Background: an optimization exercise with open tools, aiming at small area and few clock cycles per item. Do not read the settings as production practice.
Where RTL was checked, it was by simulation tests only, not by an equivalence proof against the original.
Only the layout flow was run in run 2; the RTL was not checked for function there.

==> flow/design.v, too long to show whole: its modules and the start of the top module <==
// module fp_mult_pipe: 1337 lines
// module fp_mult_fa: 10 lines
// module fp_mult_ha: 9 lines
// module fp_mult_bsel: 10 lines
module fp_mult_pipe #(
    parameter int EXP_W = 8,
    parameter int MAN_W = 23
) (
    input  logic                   clk,
    input  logic                   rst_n,
    input  logic                   in_valid,
    output logic                   in_ready,
    input  logic [EXP_W+MAN_W:0]   a,
    input  logic [EXP_W+MAN_W:0]   b,
    output logic                   out_valid,
    input  logic                   out_ready,
    output logic [EXP_W+MAN_W:0]   product,
    output logic [4:0]             flags
);
  // ...
==> flow/flow/run.sh <==
#!/bin/bash
# Standard layout with two changes: the port buffers are buf_2 cells, and right
# after synthesis every combinational cell is set to its smallest drive strength
# (the standard repair steps then size up what timing and slew need).
set -euo pipefail
export BUFFER_PORTS_ARGS="-buffer_cell sky130_fd_sc_hd__buf_2"
bash standard.sh synth > synth.log 2>&1
DS_ODB="$PWD/orfs/results/$FLOW_PLATFORM/fp_mult_pipe/base/1_synth.odb" \
DS_LIB="$FLOW_HOME/platforms/$FLOW_PLATFORM/lib/sky130_fd_sc_hd__tt_025C_1v80.lib" \
DS_MAP="$PWD/flow/downsize_map.txt" \
  openroad -no_init -exit flow/downsize.tcl > downsize.log 2>&1
bash standard.sh > standard.log 2>&1
==> flow/flow/downsize.tcl <==
# Replace every combinational cell by the smallest cell of the same function
# (same name but drive strength); the resizer later sizes up what timing needs.
set odb $::env(DS_ODB)
read_liberty $::env(DS_LIB)
read_db $odb
set map [dict create]
set f [open $::env(DS_MAP)]
while {[gets $f line] >= 0} {
  if {[llength $line] == 2} { dict set map [lindex $line 0] [lindex $line 1] }
}
close $f
set n 0
foreach inst [get_cells *] {
  set ref [get_property $inst ref_name]
  if {[dict exists $map $ref]} {
    replace_cell $inst [dict get $map $ref]
    incr n
  }
}
puts "downsize: replaced $n instances"
write_db $odb
==> flow/flow/downsize_map.txt <==
sky130_fd_sc_hd__a2111o_2 sky130_fd_sc_hd__a2111o_1
sky130_fd_sc_hd__a2111o_4 sky130_fd_sc_hd__a2111o_1
sky130_fd_sc_hd__a2111oi_1 sky130_fd_sc_hd__a2111oi_0
sky130_fd_sc_hd__a2111oi_2 sky130_fd_sc_hd__a2111oi_0
sky130_fd_sc_hd__a2111oi_4 sky130_fd_sc_hd__a2111oi_0
sky130_fd_sc_hd__a211o_2 sky130_fd_sc_hd__a211o_1
sky130_fd_sc_hd__a211o_4 sky130_fd_sc_hd__a211o_1
sky130_fd_sc_hd__a211oi_2 sky130_fd_sc_hd__a211oi_1
sky130_fd_sc_hd__a211oi_4 sky130_fd_sc_hd__a211oi_1
sky130_fd_sc_hd__a21bo_4 sky130_fd_sc_hd__a21bo_1
sky130_fd_sc_hd__a21boi_2 sky130_fd_sc_hd__a21boi_0
sky130_fd_sc_hd__a21boi_4 sky130_fd_sc_hd__a21boi_0
sky130_fd_sc_hd__a21o_2 sky130_fd_sc_hd__a21o_1
sky130_fd_sc_hd__a21o_4 sky130_fd_sc_hd__a21o_1
sky130_fd_sc_hd__a21oi_2 sky130_fd_sc_hd__a21oi_1
sky130_fd_sc_hd__a21oi_4 sky130_fd_sc_hd__a21oi_1
sky130_fd_sc_hd__a221o_2 sky130_fd_sc_hd__a221o_1
sky130_fd_sc_hd__a221o_4 sky130_fd_sc_hd__a221o_1
sky130_fd_sc_hd__a221oi_2 sky130_fd_sc_hd__a221oi_1
sky130_fd_sc_hd__a221oi_4 sky130_fd_sc_hd__a221oi_1
sky130_fd_sc_hd__a22o_2 sky130_fd_sc_hd__a22o_1
sky130_fd_sc_hd__a22o_4 sky130_fd_sc_hd__a22o_1
sky130_fd_sc_hd__a22oi_2 sky130_fd_sc_hd__a22oi_1
sky130_fd_sc_hd__a22oi_4 sky130_fd_sc_hd__a22oi_1
sky130_fd_sc_hd__a2bb2o_2 sky130_fd_sc_hd__a2bb2o_1
sky130_fd_sc_hd__a2bb2o_4 sky130_fd_sc_hd__a2bb2o_1
sky130_fd_sc_hd__a2bb2oi_2 sky130_fd_sc_hd__a2bb2oi_1
sky130_fd_sc_hd__a2bb2oi_4 sky130_fd_sc_hd__a2bb2oi_1
sky130_fd_sc_hd__a311o_2 sky130_fd_sc_hd__a311o_1
sky130_fd_sc_hd__a311o_4 sky130_fd_sc_hd__a311o_1
sky130_fd_sc_hd__a311oi_2 sky130_fd_sc_hd__a311oi_1
sky130_fd_sc_hd__a311oi_4 sky130_fd_sc_hd__a311oi_1
sky130_fd_sc_hd__a31o_4 sky130_fd_sc_hd__a31o_1
sky130_fd_sc_hd__a31oi_2 sky130_fd_sc_hd__a31oi_1
sky130_fd_sc_hd__a31oi_4 sky130_fd_sc_hd__a31oi_1
sky130_fd_sc_hd__a32o_2 sky130_fd_sc_hd__a32o_1
sky130_fd_sc_hd__a32o_4 sky130_fd_sc_hd__a32o_1
sky130_fd_sc_hd__a32oi_2 sky130_fd_sc_hd__a32oi_1
sky130_fd_sc_hd__a32oi_4 sky130_fd_sc_hd__a32oi_1
sky130_fd_sc_hd__a41o_2 sky130_fd_sc_hd__a41o_1
sky130_fd_sc_hd__a41o_4 sky130_fd_sc_hd__a41o_1
sky130_fd_sc_hd__a41oi_2 sky130_fd_sc_hd__a41oi_1
sky130_fd_sc_hd__a41oi_4 sky130_fd_sc_hd__a41oi_1
sky130_fd_sc_hd__and2_2 sky130_fd_sc_hd__and2_0
sky130_fd_sc_hd__and2_4 sky130_fd_sc_hd__and2_0
sky130_fd_sc_hd__and2b_2 sky130_fd_sc_hd__and2b_1
sky130_fd_sc_hd__and2b_4 sky130_fd_sc_hd__and2b_1
sky130_fd_sc_hd__and3_2 sky130_fd_sc_hd__and3_1
sky130_fd_sc_hd__and3_4 sky130_fd_sc_hd__and3_1
sky130_fd_sc_hd__and3b_2 sky130_fd_sc_hd__and3b_1
sky130_fd_sc_hd__and3b_4 sky130_fd_sc_hd__and3b_1
sky130_fd_sc_hd__and4_2 sky130_fd_sc_hd__and4_1
sky130_fd_sc_hd__and4_4 sky130_fd_sc_hd__and4_1
sky130_fd_sc_hd__and4b_2 sky130_fd_sc_hd__and4b_1
sky130_fd_sc_hd__and4b_4 sky130_fd_sc_hd__and4b_1
sky130_fd_sc_hd__and4bb_4 sky130_fd_sc_hd__and4bb_1
sky130_fd_sc_hd__maj3_2 sky130_fd_sc_hd__maj3_1
sky130_fd_sc_hd__maj3_4 sky130_fd_sc_hd__maj3_1
sky130_fd_sc_hd__mux2_4 sky130_fd_sc_hd__mux2_1
sky130_fd_sc_hd__mux2_8 sky130_fd_sc_hd__mux2_1
sky130_fd_sc_hd__mux2i_2 sky130_fd_sc_hd__mux2i_1
sky130_fd_sc_hd__mux2i_4 sky130_fd_sc_hd__mux2i_1
sky130_fd_sc_hd__mux4_1 sky130_fd_sc_hd__mux4_2
sky130_fd_sc_hd__mux4_4 sky130_fd_sc_hd__mux4_2
sky130_fd_sc_hd__nand2_2 sky130_fd_sc_hd__nand2_1
sky130_fd_sc_hd__nand2_4 sky130_fd_sc_hd__nand2_1
sky130_fd_sc_hd__nand2_8 sky130_fd_sc_hd__nand2_1
sky130_fd_sc_hd__nand2b_2 sky130_fd_sc_hd__nand2b_1
sky130_fd_sc_hd__nand2b_4 sky130_fd_sc_hd__nand2b_1
sky130_fd_sc_hd__nand3_2 sky130_fd_sc_hd__nand3_1
sky130_fd_sc_hd__nand3_4 sky130_fd_sc_hd__nand3_1
sky130_fd_sc_hd__nand3b_2 sky130_fd_sc_hd__nand3b_1
sky130_fd_sc_hd__nand3b_4 sky130_fd_sc_hd__nand3b_1
sky130_fd_sc_hd__nand4_2 sky130_fd_sc_hd__nand4_1
sky130_fd_sc_hd__nand4_4 sky130_fd_sc_hd__nand4_1
sky130_fd_sc_hd__nand4b_2 sky130_fd_sc_hd__nand4b_1
sky130_fd_sc_hd__nand4b_4 sky130_fd_sc_hd__nand4b_1
sky130_fd_sc_hd__nand4bb_2 sky130_fd_sc_hd__nand4bb_1
sky130_fd_sc_hd__nand4bb_4 sky130_fd_sc_hd__nand4bb_1
sky130_fd_sc_hd__nor2_2 sky130_fd_sc_hd__nor2_1
sky130_fd_sc_hd__nor2_4 sky130_fd_sc_hd__nor2_1
sky130_fd_sc_hd__nor2_8 sky130_fd_sc_hd__nor2_1
sky130_fd_sc_hd__nor2b_2 sky130_fd_sc_hd__nor2b_1
sky130_fd_sc_hd__nor2b_4 sky130_fd_sc_hd__nor2b_1
sky130_fd_sc_hd__nor3_2 sky130_fd_sc_hd__nor3_1
sky130_fd_sc_hd__nor3_4 sky130_fd_sc_hd__nor3_1
sky130_fd_sc_hd__nor3b_2 sky130_fd_sc_hd__nor3b_1
sky130_fd_sc_hd__nor3b_4 sky130_fd_sc_hd__nor3b_1
sky130_fd_sc_hd__nor4_2 sky130_fd_sc_hd__nor4_1
sky130_fd_sc_hd__nor4_4 sky130_fd_sc_hd__nor4_1
sky130_fd_sc_hd__nor4b_2 sky130_fd_sc_hd__nor4b_1
sky130_fd_sc_hd__nor4b_4 sky130_fd_sc_hd__nor4b_1
sky130_fd_sc_hd__nor4bb_2 sky130_fd_sc_hd__nor4bb_1
sky130_fd_sc_hd__nor4bb_4 sky130_fd_sc_hd__nor4bb_1
sky130_fd_sc_hd__o2111a_2 sky130_fd_sc_hd__o2111a_1
sky130_fd_sc_hd__o2111a_4 sky130_fd_sc_hd__o2111a_1
sky130_fd_sc_hd__o2111ai_2 sky130_fd_sc_hd__o2111ai_1
sky130_fd_sc_hd__o2111ai_4 sky130_fd_sc_hd__o2111ai_1
sky130_fd_sc_hd__o211a_4 sky130_fd_sc_hd__o211a_1
sky130_fd_sc_hd__o211ai_2 sky130_fd_sc_hd__o211ai_1
sky130_fd_sc_hd__o211ai_4 sky130_fd_sc_hd__o211ai_1
sky130_fd_sc_hd__o21a_2 sky130_fd_sc_hd__o21a_1
sky130_fd_sc_hd__o21a_4 sky130_fd_sc_hd__o21a_1
sky130_fd_sc_hd__o21ai_2 sky130_fd_sc_hd__o21ai_0
sky130_fd_sc_hd__o21ai_4 sky130_fd_sc_hd__o21ai_0
sky130_fd_sc_hd__o21ba_4 sky130_fd_sc_hd__o21ba_1
sky130_fd_sc_hd__o21bai_2 sky130_fd_sc_hd__o21bai_1
sky130_fd_sc_hd__o21bai_4 sky130_fd_sc_hd__o21bai_1
sky130_fd_sc_hd__o221a_4 sky130_fd_sc_hd__o221a_1
sky130_fd_sc_hd__o221ai_2 sky130_fd_sc_hd__o221ai_1
sky130_fd_sc_hd__o221ai_4 sky130_fd_sc_hd__o221ai_1
sky130_fd_sc_hd__o22a_2 sky130_fd_sc_hd__o22a_1
sky130_fd_sc_hd__o22a_4 sky130_fd_sc_hd__o22a_1
sky130_fd_sc_hd__o22ai_2 sky130_fd_sc_hd__o22ai_1
sky130_fd_sc_hd__o22ai_4 sky130_fd_sc_hd__o22ai_1
sky130_fd_sc_hd__o2bb2a_2 sky130_fd_sc_hd__o2bb2a_1
sky130_fd_sc_hd__o2bb2a_4 sky130_fd_sc_hd__o2bb2a_1
sky130_fd_sc_hd__o2bb2ai_2 sky130_fd_sc_hd__o2bb2ai_1
sky130_fd_sc_hd__o2bb2ai_4 sky130_fd_sc_hd__o2bb2ai_1
sky130_fd_sc_hd__o311a_2 sky130_fd_sc_hd__o311a_1
sky130_fd_sc_hd__o311a_4 sky130_fd_sc_hd__o311a_1
sky130_fd_sc_hd__o311ai_2 sky130_fd_sc_hd__o311ai_0
sky130_fd_sc_hd__o311ai_4 sky130_fd_sc_hd__o311ai_0
sky130_fd_sc_hd__o31a_2 sky130_fd_sc_hd__o31a_1
sky130_fd_sc_hd__o31a_4 sky130_fd_sc_hd__o31a_1
sky130_fd_sc_hd__o31ai_2 sky130_fd_sc_hd__o31ai_1
sky130_fd_sc_hd__o31ai_4 sky130_fd_sc_hd__o31ai_1
sky130_fd_sc_hd__o32a_2 sky130_fd_sc_hd__o32a_1
sky130_fd_sc_hd__o32a_4 sky130_fd_sc_hd__o32a_1
sky130_fd_sc_hd__o32ai_2 sky130_fd_sc_hd__o32ai_1
sky130_fd_sc_hd__o32ai_4 sky130_fd_sc_hd__o32ai_1
sky130_fd_sc_hd__o41a_2 sky130_fd_sc_hd__o41a_1
sky130_fd_sc_hd__o41a_4 sky130_fd_sc_hd__o41a_1
sky130_fd_sc_hd__o41ai_2 sky130_fd_sc_hd__o41ai_1
sky130_fd_sc_hd__o41ai_4 sky130_fd_sc_hd__o41ai_1
sky130_fd_sc_hd__or2_4 sky130_fd_sc_hd__or2_0
sky130_fd_sc_hd__or2b_2 sky130_fd_sc_hd__or2b_1
sky130_fd_sc_hd__or2b_4 sky130_fd_sc_hd__or2b_1
sky130_fd_sc_hd__or3_2 sky130_fd_sc_hd__or3_1
sky130_fd_sc_hd__or3_4 sky130_fd_sc_hd__or3_1
sky130_fd_sc_hd__or3b_4 sky130_fd_sc_hd__or3b_1
sky130_fd_sc_hd__or4_2 sky130_fd_sc_hd__or4_1
sky130_fd_sc_hd__or4_4 sky130_fd_sc_hd__or4_1
sky130_fd_sc_hd__or4b_4 sky130_fd_sc_hd__or4b_1
sky130_fd_sc_hd__or4bb_2 sky130_fd_sc_hd__or4bb_1
sky130_fd_sc_hd__or4bb_4 sky130_fd_sc_hd__or4bb_1
sky130_fd_sc_hd__sdlclkp_2 sky130_fd_sc_hd__sdlclkp_1
sky130_fd_sc_hd__sdlclkp_4 sky130_fd_sc_hd__sdlclkp_1
sky130_fd_sc_hd__xnor2_2 sky130_fd_sc_hd__xnor2_1
sky130_fd_sc_hd__xnor2_4 sky130_fd_sc_hd__xnor2_1
sky130_fd_sc_hd__xnor3_2 sky130_fd_sc_hd__xnor3_1
sky130_fd_sc_hd__xnor3_4 sky130_fd_sc_hd__xnor3_1
sky130_fd_sc_hd__xor2_2 sky130_fd_sc_hd__xor2_1
sky130_fd_sc_hd__xor2_4 sky130_fd_sc_hd__xor2_1
sky130_fd_sc_hd__xor3_2 sky130_fd_sc_hd__xor3_1
sky130_fd_sc_hd__xor3_4 sky130_fd_sc_hd__xor3_1
==> flow/standard.sh <==
#!/bin/bash
# synth_recipe.tcl (not shown) runs the flow's synth.tcl, then flattens the netlist and writes it again
# the make line also repeats each setting of config.mk as NAME=value (left out here)
make -C /OpenROAD-flow-scripts/flow DESIGN_CONFIG=/design/flow/config.mk WORK_HOME=/design/flow/orfs CLKGATE_MAP_FILE= SYNTH_SCRIPT=/design/flow/synth_recipe.tcl "${@:-finish}"
==> flow/config.mk <==
export PLATFORM = sky130hd
export DESIGN_NAME = fp_mult_pipe
export DESIGN_NICKNAME = fp_mult_pipe
export VERILOG_FILES = /design/flow/design.v
export SDC_FILE = /design/flow/constraint.sdc
export NUM_CORES = 4
export LEC_CHECK = 0
export CAP_MARGIN = 20
export CORE_MARGIN = 2
export CORE_UTILIZATION = 40
export GPL_TIMING_DRIVEN = 0
export SETUP_SLACK_MARGIN = 0.05
export SLEW_MARGIN = 20
export SYNTH_HIERARCHICAL = 1
==> flow/constraint.sdc <==
create_clock -name core_clock -period 7.5 [get_ports {clk}]
set_input_delay 1.5000 -clock core_clock [delete_from_list [all_inputs] [get_ports {clk}]]
set_output_delay 1.5000 -clock core_clock [all_outputs]
set_load 0.01 [all_outputs]
==> reports/summary.txt, run 1 <==
Area Growth Syn to Fin - 23.7%
post-CTS setup repair buffer count - 45
sequential share of cell area - 6.06%
vias in the first global route - 15800
CTS Buf Count - 5
CP Launch Point - b[12]
number of I/O port buffers - 106
Nets - 2406
post-layout util - 49.8%
CLK BUF - 6
post-route ant nets - 0
Startpoint Class - input port
top sig layer - met4
H-tree depth - 2
critical path's slowest cell - xnor2_4
critical path required time - 7.53 ns
Leading cell kind - multi-input gates
Starting Density - 40.3%
worst-margin pin slew - 1.01 ns
CP delay by family, top - adder cells
non-clk buf share - 10.2%
overall track demand over capacity in global routing - 29.2%
outcome - complete, no violations
CTS tree - yes
Slew Limit Fails - 0
crit path to - p_r[44]
WHS Endpoint - v_r
met1 Use GR - 37.7%
Testbench counts, summed over its fixed seeds: cycles 8,008, items 8,000.
==> run 2: changes to the inputs <==
--- a/flow/design.v
+++ b/flow/design.v
@@ -12,16 +12,18 @@
     input  logic                   out_ready,
     output logic [EXP_W+MAN_W:0]   product,
     output logic [4:0]             flags
 );
     logic        a_zero_s, b_zero_s, a_max_s, b_max_s, a_mz_s, b_mz_s;
     logic        a_inf_s, b_inf_s, a_nan_s, b_nan_s;
     logic        nan_s, inv_s, inf_s, zero_s, sign_s;
     logic [47:0] tx_s, ty_s, prod_s;
+    logic [47:22] phi_s;
+    logic        st_s;
     logic        v_r;
     logic [47:22] p_r;
     logic        st_r;
     logic [8:0]  e_r;
     logic        s_r;
     logic        f_r;     
     logic        m1_r;    
     logic        m2_r;    
@@ -1286,25 +1288,25 @@
     logic s877, c878;
     fp_mult_fa u_s877 (.x(p299), .y(s789), .z(c788), .s(s877), .c(c878));
     logic s879, c880;
     fp_mult_fa u_s879 (.x(q310), .y(p300), .z(c790), .s(s879), .c(c880));
     logic s881, c882;
     fp_mult_ha u_s881 (.x(a[22]), .y(bn11), .s(s881), .c(c882));
     assign tx_s = {c880, c878, c876, c874, c872, c870, c868, c866, c864, c862, c860, c858, c856, c854, c852, c850, c848, c846, c844, c842, c840, c838, c836, c834, c832, c830, c828, c826, c824, c822, c820, c818, c816, c814, c812, c810, c808, c806, c804, c802, c800, c798, c796, c794, c792, s791, p2, bn0};
     assign ty_s = {s881, s879, s877, s875, s873, s871, s869, s867, s865, s863, s861, s859, s857, s855, s853, s851, s849, s847, s845, s843, s841, s839, s837, s835, s833, s831, s829, s827, s825, s823, s821, s819, s817, s815, s813, s811, s809, s807, s805, s803, s801, s799, s797, s795, s793, p3, 1'b0, p1};
-    assign prod_s = tx_s + ty_s;
+    fp_mult_add u_add (.x(tx_s), .y(ty_s), .s(phi_s), .st(st_s));
     always_ff @(posedge clk or negedge rst_n) begin
         if (!rst_n) v_r <= 1'b0;
         else if (in_ready) v_r <= in_valid;
     end
     always_ff @(posedge clk) begin
         if (in_ready) begin
-            p_r  <= prod_s[47:22];
-            st_r <= |prod_s[21:0];
+            p_r  <= phi_s;
+            st_r <= st_s;
             e_r  <= {1'b0, a[30:23]} + {1'b0, b[30:23]};
             s_r  <= sign_s & ~(nan_s | inv_s);
             f_r  <= nan_s | inf_s;
             m1_r <= (nan_s | inv_s) | (~inf_s & zero_s);
             m2_r <= inv_s;
         end
     end
     assign hi_s       = p_r[47];
@@ -1359,8 +1361,301 @@
     input  logic two_n,
     input  logic neg,
     input  logic a0_n,
     input  logic a1_n,
     output logic p
 );
     assign p = ~((one_n | a0_n) & (two_n | a1_n)) ^ neg;
 endmodule
+module fp_mult_add (
+    input  logic [47:0] x,
+    input  logic [47:0] y,
+    output logic [47:22] s,
+    output logic st
+);
+    logic [47:0] g, p;
+    assign g = x & y;
+    assign p = x ^ y;
+    logic G1; assign G1 = g[1] | (p[1] & g[0]);
+    logic P1; assign P1 = p[1] & p[0];
+    logic G2; assign G2 = g[3] | (p[3] & g[2]);
+    logic P2; assign P2 = p[3] & p[2];
+    logic G3; assign G3 = g[5] | (p[5] & g[4]);
+    logic P3; assign P3 = p[5] & p[4];
+    logic G4; assign G4 = g[7] | (p[7] & g[6]);
+    logic P4; assign P4 = p[7] & p[6];
+    logic G5; assign G5 = g[9] | (p[9] & g[8]);
+    logic P5; assign P5 = p[9] & p[8];
+    logic G6; assign G6 = g[11] | (p[11] & g[10]);
+    logic P6; assign P6 = p[11] & p[10];
+    logic G7; assign G7 = g[13] | (p[13] & g[12]);
+    logic P7; assign P7 = p[13] & p[12];
+    logic G8; assign G8 = g[15] | (p[15] & g[14]);
+    logic P8; assign P8 = p[15] & p[14];
+    logic G9; assign G9 = g[17] | (p[17] & g[16]);
+    logic P9; assign P9 = p[17] & p[16];
+    logic G10; assign G10 = g[19] | (p[19] & g[18]);
+    logic P10; assign P10 = p[19] & p[18];
+    logic G11; assign G11 = g[21] | (p[21] & g[20]);
+    logic P11; assign P11 = p[21] & p[20];
+    logic G12; assign G12 = g[23] | (p[23] & g[22]);
+    logic P12; assign P12 = p[23] & p[22];
+    logic G13; assign G13 = g[25] | (p[25] & g[24]);
+    logic P13; assign P13 = p[25] & p[24];
+    logic G14; assign G14 = g[27] | (p[27] & g[26]);
+    logic P14; assign P14 = p[27] & p[26];
+    logic G15; assign G15 = g[29] | (p[29] & g[28]);
+    logic P15; assign P15 = p[29] & p[28];
+    logic G16; assign G16 = g[31] | (p[31] & g[30]);
+    logic P16; assign P16 = p[31] & p[30];
+    logic G17; assign G17 = g[33] | (p[33] & g[32]);
+    logic P17; assign P17 = p[33] & p[32];
+    logic G18; assign G18 = g[35] | (p[35] & g[34]);
+    logic P18; assign P18 = p[35] & p[34];
+    logic G19; assign G19 = g[37] | (p[37] & g[36]);
+    logic P19; assign P19 = p[37] & p[36];
+    logic G20; assign G20 = g[39] | (p[39] & g[38]);
+    logic P20; assign P20 = p[39] & p[38];
+    logic G21; assign G21 = g[41] | (p[41] & g[40]);
+    logic P21; assign P21 = p[41] & p[40];
+    logic G22; assign G22 = g[43] | (p[43] & g[42]);
+    logic P22; assign P22 = p[43] & p[42];
+    logic G23; assign G23 = g[45] | (p[45] & g[44]);
+    logic P23; assign P23 = p[45] & p[44];
+    logic G24; assign G24 = g[47] | (p[47] & g[46]);
+    logic P24; assign P24 = p[47] & p[46];
+    logic G25; assign G25 = g[2] | (p[2] & G1);
+    logic P25; assign P25 = p[2] & P1;
+    logic G26; assign G26 = G2 | (P2 & G1);
+    logic P26; assign P26 = P2 & P1;
+    logic G27; assign G27 = g[6] | (p[6] & G3);
+    logic P27; assign P27 = p[6] & P3;
+    logic G28; assign G28 = G4 | (P4 & G3);
+    logic P28; assign P28 = P4 & P3;
+    logic G29; assign G29 = g[10] | (p[10] & G5);
+    logic P29; assign P29 = p[10] & P5;
+    logic G30; assign G30 = G6 | (P6 & G5);
+    logic P30; assign P30 = P6 & P5;
+    logic G31; assign G31 = g[14] | (p[14] & G7);
+    logic P31; assign P31 = p[14] & P7;
+    logic G32; assign G32 = G8 | (P8 & G7);
+    logic P32; assign P32 = P8 & P7;
+    logic G33; assign G33 = g[18] | (p[18] & G9);
+    logic P33; assign P33 = p[18] & P9;
+    logic G34; assign G34 = G10 | (P10 & G9);
+    logic P34; assign P34 = P10 & P9;
+    logic G35; assign G35 = g[22] | (p[22] & G11);
+    logic P35; assign P35 = p[22] & P11;
+    logic G36; assign G36 = G12 | (P12 & G11);
+    logic P36; assign P36 = P12 & P11;
+    logic G37; assign G37 = g[26] | (p[26] & G13);
+    logic P37; assign P37 = p[26] & P13;
+    logic G38; assign G38 = G14 | (P14 & G13);
+    logic P38; assign P38 = P14 & P13;
+    logic G39; assign G39 = g[30] | (p[30] & G15);
+    logic P39; assign P39 = p[30] & P15;
+    logic G40; assign G40 = G16 | (P16 & G15);
+    logic P40; assign P40 = P16 & P15;
+    logic G41; assign G41 = g[34] | (p[34] & G17);
+    logic P41; assign P41 = p[34] & P17;
+    logic G42; assign G42 = G18 | (P18 & G17);
+    logic P42; assign P42 = P18 & P17;
+    logic G43; assign G43 = g[38] | (p[38] & G19);
+    logic P43; assign P43 = p[38] & P19;
+    logic G44; assign G44 = G20 | (P20 & G19);
+    logic P44; assign P44 = P20 & P19;
+    logic G45; assign G45 = g[42] | (p[42] & G21);
+    logic P45; assign P45 = p[42] & P21;
+    logic G46; assign G46 = G22 | (P22 & G21);
+    logic P46; assign P46 = P22 & P21;
+    logic G47; assign G47 = g[46] | (p[46] & G23);
+    logic P47; assign P47 = p[46] & P23;
+    logic G48; assign G48 = G24 | (P24 & G23);
+    logic P48; assign P48 = P24 & P23;
+    logic G49; assign G49 = g[4] | (p[4] & G26);
+    logic P49; assign P49 = p[4] & P26;
+    logic G50; assign G50 = G3 | (P3 & G26);
+    logic P50; assign P50 = P3 & P26;
+    logic G51; assign G51 = G27 | (P27 & G26);
+    logic P51; assign P51 = P27 & P26;
+    logic G52; assign G52 = G28 | (P28 & G26);
+    logic P52; assign P52 = P28 & P26;
+    logic G53; assign G53 = g[12] | (p[12] & G30);
+    logic P53; assign P53 = p[12] & P30;
+    logic G54; assign G54 = G7 | (P7 & G30);
+    logic P54; assign P54 = P7 & P30;
+    logic G55; assign G55 = G31 | (P31 & G30);
+    logic P55; assign P55 = P31 & P30;
+    logic G56; assign G56 = G32 | (P32 & G30);
+    logic P56; assign P56 = P32 & P30;
+    logic G57; assign G57 = g[20] | (p[20] & G34);
+    logic P57; assign P57 = p[20] & P34;
+    logic G58; assign G58 = G11 | (P11 & G34);
+    logic P58; assign P58 = P11 & P34;
+    logic G59; assign G59 = G35 | (P35 & G34);
+    logic P59; assign P59 = P35 & P34;
+    logic G60; assign G60 = G36 | (P36 & G34);
+    logic P60; assign P60 = P36 & P34;
+    logic G61; assign G61 = g[28] | (p[28] & G38);
+    logic P61; assign P61 = p[28] & P38;
+    logic G62; assign G62 = G15 | (P15 & G38);
+    logic P62; assign P62 = P15 & P38;
+    logic G63; assign G63 = G39 | (P39 & G38);
+    logic P63; assign P63 = P39 & P38;
+    logic G64; assign G64 = G40 | (P40 & G38);
+    logic P64; assign P64 = P40 & P38;
+    logic G65; assign G65 = g[36] | (p[36] & G42);
+    logic P65; assign P65 = p[36] & P42;
+    logic G66; assign G66 = G19 | (P19 & G42);
+    logic P66; assign P66 = P19 & P42;
+    logic G67; assign G67 = G43 | (P43 & G42);
+    logic P67; assign P67 = P43 & P42;
+    logic G68; assign G68 = G44 | (P44 & G42);
+    logic P68; assign P68 = P44 & P42;
+    logic G69; assign G69 = g[44] | (p[44] & G46);
+    logic P69; assign P69 = p[44] & P46;
+    logic G70; assign G70 = G23 | (P23 & G46);
+    logic P70; assign P70 = P23 & P46;
+    logic G71; assign G71 = G47 | (P47 & G46);
+    logic P71; assign P71 = P47 & P46;
+    logic G72; assign G72 = G48 | (P48 & G46);
+    logic P72; assign P72 = P48 & P46;
+    logic G73; assign G73 = g[8] | (p[8] & G52);
+    logic P73; assign P73 = p[8] & P52;
+    logic G74; assign G74 = G5 | (P5 & G52);
+    logic P74; assign P74 = P5 & P52;
+    logic G75; assign G75 = G29 | (P29 & G52);
+    logic P75; assign P75 = P29 & P52;
+    logic G76; assign G76 = G30 | (P30 & G52);
+    logic P76; assign P76 = P30 & P52;
+    logic G77; assign G77 = G53 | (P53 & G52);
+    logic P77; assign P77 = P53 & P52;
+    logic G78; assign G78 = G54 | (P54 & G52);
+    logic P78; assign P78 = P54 & P52;
+    logic G79; assign G79 = G55 | (P55 & G52);
+    logic P79; assign P79 = P55 & P52;
+    logic G80; assign G80 = G56 | (P56 & G52);
+    logic P80; assign P80 = P56 & P52;
+    logic G81; assign G81 = g[24] | (p[24] & G60);
+    logic P81; assign P81 = p[24] & P60;
+    logic G82; assign G82 = G13 | (P13 & G60);
+    logic P82; assign P82 = P13 & P60;
+    logic G83; assign G83 = G37 | (P37 & G60);
+    logic P83; assign P83 = P37 & P60;
+    logic G84; assign G84 = G38 | (P38 & G60);
+    logic P84; assign P84 = P38 & P60;
+    logic G85; assign G85 = G61 | (P61 & G60);
+    logic P85; assign P85 = P61 & P60;
+    logic G86; assign G86 = G62 | (P62 & G60);
+    logic P86; assign P86 = P62 & P60;
+    logic G87; assign G87 = G63 | (P63 & G60);
+    logic P87; assign P87 = P63 & P60;
+    logic G88; assign G88 = G64 | (P64 & G60);
+    logic P88; assign P88 = P64 & P60;
+    logic G89; assign G89 = g[40] | (p[40] & G68);
+    logic P89; assign P89 = p[40] & P68;
+    logic G90; assign G90 = G21 | (P21 & G68);
+    logic P90; assign P90 = P21 & P68;
+    logic G91; assign G91 = G45 | (P45 & G68);
+    logic P91; assign P91 = P45 & P68;
+    logic G92; assign G92 = G46 | (P46 & G68);
+    logic P92; assign P92 = P46 & P68;
+    logic G93; assign G93 = G69 | (P69 & G68);
+    logic P93; assign P93 = P69 & P68;
+    logic G94; assign G94 = G70 | (P70 & G68);
+    logic P94; assign P94 = P70 & P68;
+    logic G95; assign G95 = G71 | (P71 & G68);
+    logic P95; assign P95 = P71 & P68;
+    logic G96; assign G96 = G72 | (P72 & G68);
+    logic P96; assign P96 = P72 & P68;
+    logic G97; assign G97 = g[16] | (p[16] & G80);
+    logic P97; assign P97 = p[16] & P80;
+    logic G98; assign G98 = G9 | (P9 & G80);
+    logic P98; assign P98 = P9 & P80;
+    logic G99; assign G99 = G33 | (P33 & G80);
+    logic P99; assign P99 = P33 & P80;
+    logic G100; assign G100 = G34 | (P34 & G80);
+    logic P100; assign P100 = P34 & P80;
+    logic G101; assign G101 = G57 | (P57 & G80);
+    logic P101; assign P101 = P57 & P80;
+    logic G102; assign G102 = G58 | (P58 & G80);
+    logic P102; assign P102 = P58 & P80;
+    logic G103; assign G103 = G59 | (P59 & G80);
+    logic P103; assign P103 = P59 & P80;
+    logic G104; assign G104 = G60 | (P60 & G80);
+    logic P104; assign P104 = P60 & P80;
+    logic G105; assign G105 = G81 | (P81 & G80);
+    logic P105; assign P105 = P81 & P80;
+    logic G106; assign G106 = G82 | (P82 & G80);
+    logic P106; assign P106 = P82 & P80;
+    logic G107; assign G107 = G83 | (P83 & G80);
+    logic P107; assign P107 = P83 & P80;
+    logic G108; assign G108 = G84 | (P84 & G80);
+    logic P108; assign P108 = P84 & P80;
+    logic G109; assign G109 = G85 | (P85 & G80);
+    logic P109; assign P109 = P85 & P80;
+    logic G110; assign G110 = G86 | (P86 & G80);
+    logic P110; assign P110 = P86 & P80;
+    logic G111; assign G111 = G87 | (P87 & G80);
+    logic P111; assign P111 = P87 & P80;
+    logic G112; assign G112 = G88 | (P88 & G80);
+    logic P112; assign P112 = P88 & P80;
+    logic G113; assign G113 = g[32] | (p[32] & G112);
+    logic P113; assign P113 = p[32] & P112;
+    logic G114; assign G114 = G17 | (P17 & G112);
+    logic P114; assign P114 = P17 & P112;
+    logic G115; assign G115 = G41 | (P41 & G112);
+    logic P115; assign P115 = P41 & P112;
+    logic G116; assign G116 = G42 | (P42 & G112);
+    logic P116; assign P116 = P42 & P112;
+    logic G117; assign G117 = G65 | (P65 & G112);
+    logic P117; assign P117 = P65 & P112;
+    logic G118; assign G118 = G66 | (P66 & G112);
+    logic P118; assign P118 = P66 & P112;
+    logic G119; assign G119 = G67 | (P67 & G112);
+    logic P119; assign P119 = P67 & P112;
+    logic G120; assign G120 = G68 | (P68 & G112);
+    logic P120; assign P120 = P68 & P112;
+    logic G121; assign G121 = G89 | (P89 & G112);
+    logic P121; assign P121 = P89 & P112;
+    logic G122; assign G122 = G90 | (P90 & G112);
+    logic P122; assign P122 = P90 & P112;
+    logic G123; assign G123 = G91 | (P91 & G112);
+    logic P123; assign P123 = P91 & P112;
+    logic G124; assign G124 = G92 | (P92 & G112);
+    logic P124; assign P124 = P92 & P112;
+    logic G125; assign G125 = G93 | (P93 & G112);
+    logic P125; assign P125 = P93 & P112;
+    logic G126; assign G126 = G94 | (P94 & G112);
+    logic P126; assign P126 = P94 & P112;
+    logic G127; assign G127 = G95 | (P95 & G112);
+    logic P127; assign P127 = P95 & P112;
+    logic G128; assign G128 = G96 | (P96 & G112);
+    logic P128; assign P128 = P96 & P112;
+    assign s[22] = p[22] ^ G102;
+    assign s[23] = p[23] ^ G103;
+    assign s[24] = p[24] ^ G104;
+    assign s[25] = p[25] ^ G105;
+    assign s[26] = p[26] ^ G106;
+    assign s[27] = p[27] ^ G107;
+    assign s[28] = p[28] ^ G108;
+    assign s[29] = p[29] ^ G109;
+    assign s[30] = p[30] ^ G110;
+    assign s[31] = p[31] ^ G111;
+    assign s[32] = p[32] ^ G112;
+    assign s[33] = p[33] ^ G113;
+    assign s[34] = p[34] ^ G114;
+    assign s[35] = p[35] ^ G115;
+    assign s[36] = p[36] ^ G116;
+    assign s[37] = p[37] ^ G117;
+    assign s[38] = p[38] ^ G118;
+    assign s[39] = p[39] ^ G119;
+    assign s[40] = p[40] ^ G120;
+    assign s[41] = p[41] ^ G121;
+    assign s[42] = p[42] ^ G122;
+    assign s[43] = p[43] ^ G123;
+    assign s[44] = p[44] ^ G124;
+    assign s[45] = p[45] ^ G125;
+    assign s[46] = p[46] ^ G126;
+    assign s[47] = p[47] ^ G127;
+    assign st = (p[0]) | (p[1] ^ g[0]) | (p[2] ^ G1) | (p[3] ^ G25) | (p[4] ^ G26) | (p[5] ^ G49) | (p[6] ^ G50) | (p[7] ^ G51) | (p[8] ^ G52) | (p[9] ^ G73) | (p[10] ^ G74) | (p[11] ^ G75) | (p[12] ^ G76) | (p[13] ^ G77) | (p[14] ^ G78) | (p[15] ^ G79) | (p[16] ^ G80) | (p[17] ^ G97) | (p[18] ^ G98) | (p[19] ^ G99) | (p[20] ^ G100) | (p[21] ^ G101);
+endmodule
==> reports/summary.txt, run 2 <==
Worst path max stage delay - 0.60 ns (was 0.67 ns)
Sink Count - 41 (unchanged)
Fin Clk Skew - 0.00508 ns (was 0.00585 ns)
die area - 42200 um^2 (was 42500 um^2)
Nets - 2421 (was 2406)
CTS max path bufs - 2 (unchanged)
commonest non-fill, non-tap cell in the layout - xor2_1 (unchanged)
drt total wl - 67600 um (was 66700 um)
critical path required time - 7.51 ns (was 7.53 ns)
initial antenna violation count - 3 (was 0)
fin crit share - 101% (was 98.3%)
maximum fanout along the worst path - 11 (was 12)
Slew HR - 22.5% (was 32.4%)
Vias/cell - 6.55 (was 6.43)
Avg Cell Area, Syn - 9.57 um^2 (was 9.38 um^2)
Critical Path AT - 7.56 ns (was 7.40 ns)
critical path's slowest cell - fa_2 (was xnor2_4)
root buffer cell - clkbuf_16 (unchanged)
worst-margin pin slew - 1.16 ns (was 1.01 ns)
CTS clk-pin slew, worst paths - 0.06 ns (about the same)
Setup crit end kind - flop (unchanged)
Fmax - 133 MHz (was 136 MHz)
worst skew pair latency - 0.29 ns (was 0.28 ns)
Slew Limit Fails - 0 (unchanged)
crit path buf inv count - 4 (was 1)
largest registers - p_r (26), e_r (9) (unchanged)
Post-Syn Area - 16200 um^2 (was 16400 um^2)
largest net degree at the start of global routing - 32 (was 31)
Most flops, register - p_r (unchanged)
Die Span Y - 205 um (was 206 um)
CTS Buf Count - 5 (unchanged)
CTS tree - yes (unchanged)
RSZ-0062 raised after global routing - true (was false)
Pre-antenna DRT Iters - 9 (was 5)
chip width - 205 um (was 206 um)
Worst path most repeated cell - fa_1 (unchanged)
maxcap violations - 0 (unchanged)
Synth Warn # - 7 (unchanged)
vias in the first global route - 16000 (was 15800)
share of cells above drive strength 1 - 21.6% (was 19.0%)
CP delay by family, top - adder cells (unchanged)
Final Setup Violations - 4 (was 0)
Startpoint Class - input port (unchanged)
hold crit path type - flop to flop (unchanged)
cell area after placement - 18000 um^2 (about the same)
DRC errors left - 0 (unchanged)
initial drt markers - 2183 (was 1960)
DR vias - 16500 (was 16200)
worst setup path category - input port to flop (unchanged)
row count - 73 (was 74)
CP cell instances - buf_16 > buf_12 > xnor2_4 > o22ai_1 > xor2_1 > fa_1 > fa_2 > fa_1 > fa_1 > ha_4 > a21o_1 > a21oi_1 > inv_1 > o21ai_2 > nand2b_1 > inv_1 > fa_2 > nand4_1 > nor3b_2 > nand3_1 > nor4_2 > o2111ai_2 > a211o_1 (was clkbuf_4 > xnor2_4 > o22ai_1 > xor2_1 > fa_1 > fa_1 > fa_1 > fa_1 > fa_1 > ha_2 > a21o_1 > a21o_1 > a21oi_2 > o2111a_1 > a21oi_4 > a41o_1 > o22a_1 > a41oi_2 > xnor2_1)
CP Launch Point - b[9] (was b[12])
post-route ant nets - 0 (unchanged)
Area Growth Syn to Fin - 27.1% (was 23.7%)
overall track demand over capacity in global routing - 29.6% (was 29.2%)
commonest cells after routing, fill and taps aside - 291 x xor2_1, 262 x fa_1, 256 x o22ai_1 (was 304 x xor2_1, 264 x o22ai_1, 260 x fa_1)
GRT Residual Overflow - 0 (unchanged)
WL/cell - 26.8 um (was 26.4 um)
H-tree depth - 2 (unchanged)
outcome - finished with violations (was complete, no violations)
DP HPWL - 40800 um (was 41500 um)
Final Hold Slack - 0.726 ns (was 0.887 ns)
Fin. Hold Viols - 0 (unchanged)
Ports - 107 (unchanged)
GP Congestion - 0.908 (was 0.897)
reg2reg start - v_r (unchanged)
Starting Density - 40.7% (was 40.3%)
fin crit period - 7.54 ns (was 7.37 ns)
max reg flops - 26 (unchanged)
post-layout util - 51.7% (was 49.8%)
Design Area, Final - 20600 um^2 (was 20200 um^2)
number of I/O port buffers - 106 (unchanged)
Core Region - 39900 um^2 (was 40600 um^2)
first-pass GRT wire length - 95000 um (was 94100 um)
Hold Startpoint - v_r (unchanged)
post-place setup slack - -2.18 ns (was -1.94 ns)
synthesized instance count - 1697 (was 1744)
Final WS setup - -0.0412 ns (was 0.127 ns)
SO Faults - negative setup slack
## run 2: stage by stage
step	cells	TNS, ns
floorplan	1720	0
global placement	2351	-88.77
detailed placement	2364	-61.11
CTS	2434	0
global route	2527	-0.723
finish	2527	-0.0909
## run 2: layout make-up
| class | count | area [um^2] |
|---|---|---|
| Fill cell | 3560 | 19300 |
| Multi-Input combinational cell | 1578 | 15700 |
| Timing Repair Buffer | 247 | 2160 |
| Sequential cell | 41 | 1230 |
| Tap cell | 525 | 657 |
| Inverter | 81 | 383 |
| Buffer | 31 | 288 |
| Clock buffer | 7 | 143 |
| Timing Repair inverter | 15 | 90.1 |
| Clock inverter | 1 | 30.0 |
| Antenna cell | 1 | 2.50 |
## run 2: timing repair
action	in CTS	in global routing
setup buffers	45	78
hold buffers	0	0
gates resized for setup	156	88
setup endpoints to repair	60	54
gates cloned	18	15
pin swaps	24	56
endpoints found under the hold margin	0	0
## run 2: per-layer routing
metal	routed length, um	track usage [%]
met5	44	0
met1	24700	37.9
met2	28900	46.1
met3	9430	8.46
met4	4500	14.0
## run 2: path summary, 6_finish.rpt
| check | to | slack, ns | cells after the start |
|---|---|---|---|
| min reg2reg | v_r | 0.73 | 2 |
| min | v_r | 0.73 | 2 |
| min in group asynchronous | v_r | 0.97 | 1 |
| max in group asynchronous | v_r | 6.45 | 1 |
| max reg2reg | e_r[4] | 6.29 | 2 |
| max | st_r | -0.04 | 23 |
## run 2: worst min-delay path, stage by stage (launching register included)
cell and delay, ns:
dfrtp_1 0.35, nand2b_2 0.21, nand2b_1 0.13

==> afterwards: timing with drivers on the ports <==
How much do the figures lean on ideal ports? The routed layouts below were timed once more, with nothing changed but the port constraints.
Step 1: set_driving_cell puts a clkbuf_16 on clk and a buf_2 on each other input, an assumption about the parent block.
Step 2 moves the port delays by t, midway between the first and last clock arrival at a register: inputs arrive t later, outputs are due t later. That takes back most of the time a late clock gives input paths.
Three values: no drivers, after step 1, after step 2; two values: the first two.
run	t, ns	setup slack, ns	worst setup path at the end
run 1	0.315	0.127 / 0.061 / -0.254	input to register
run 2	0.326	-0.041 / -0.153 / -0.479	input to register
Met with ideal ports but missed after step 2: setup timing in run 1. For run 2, which loses most, drivers alone change the setup slack by -0.112 ns; drivers and shift together by -0.438 ns.
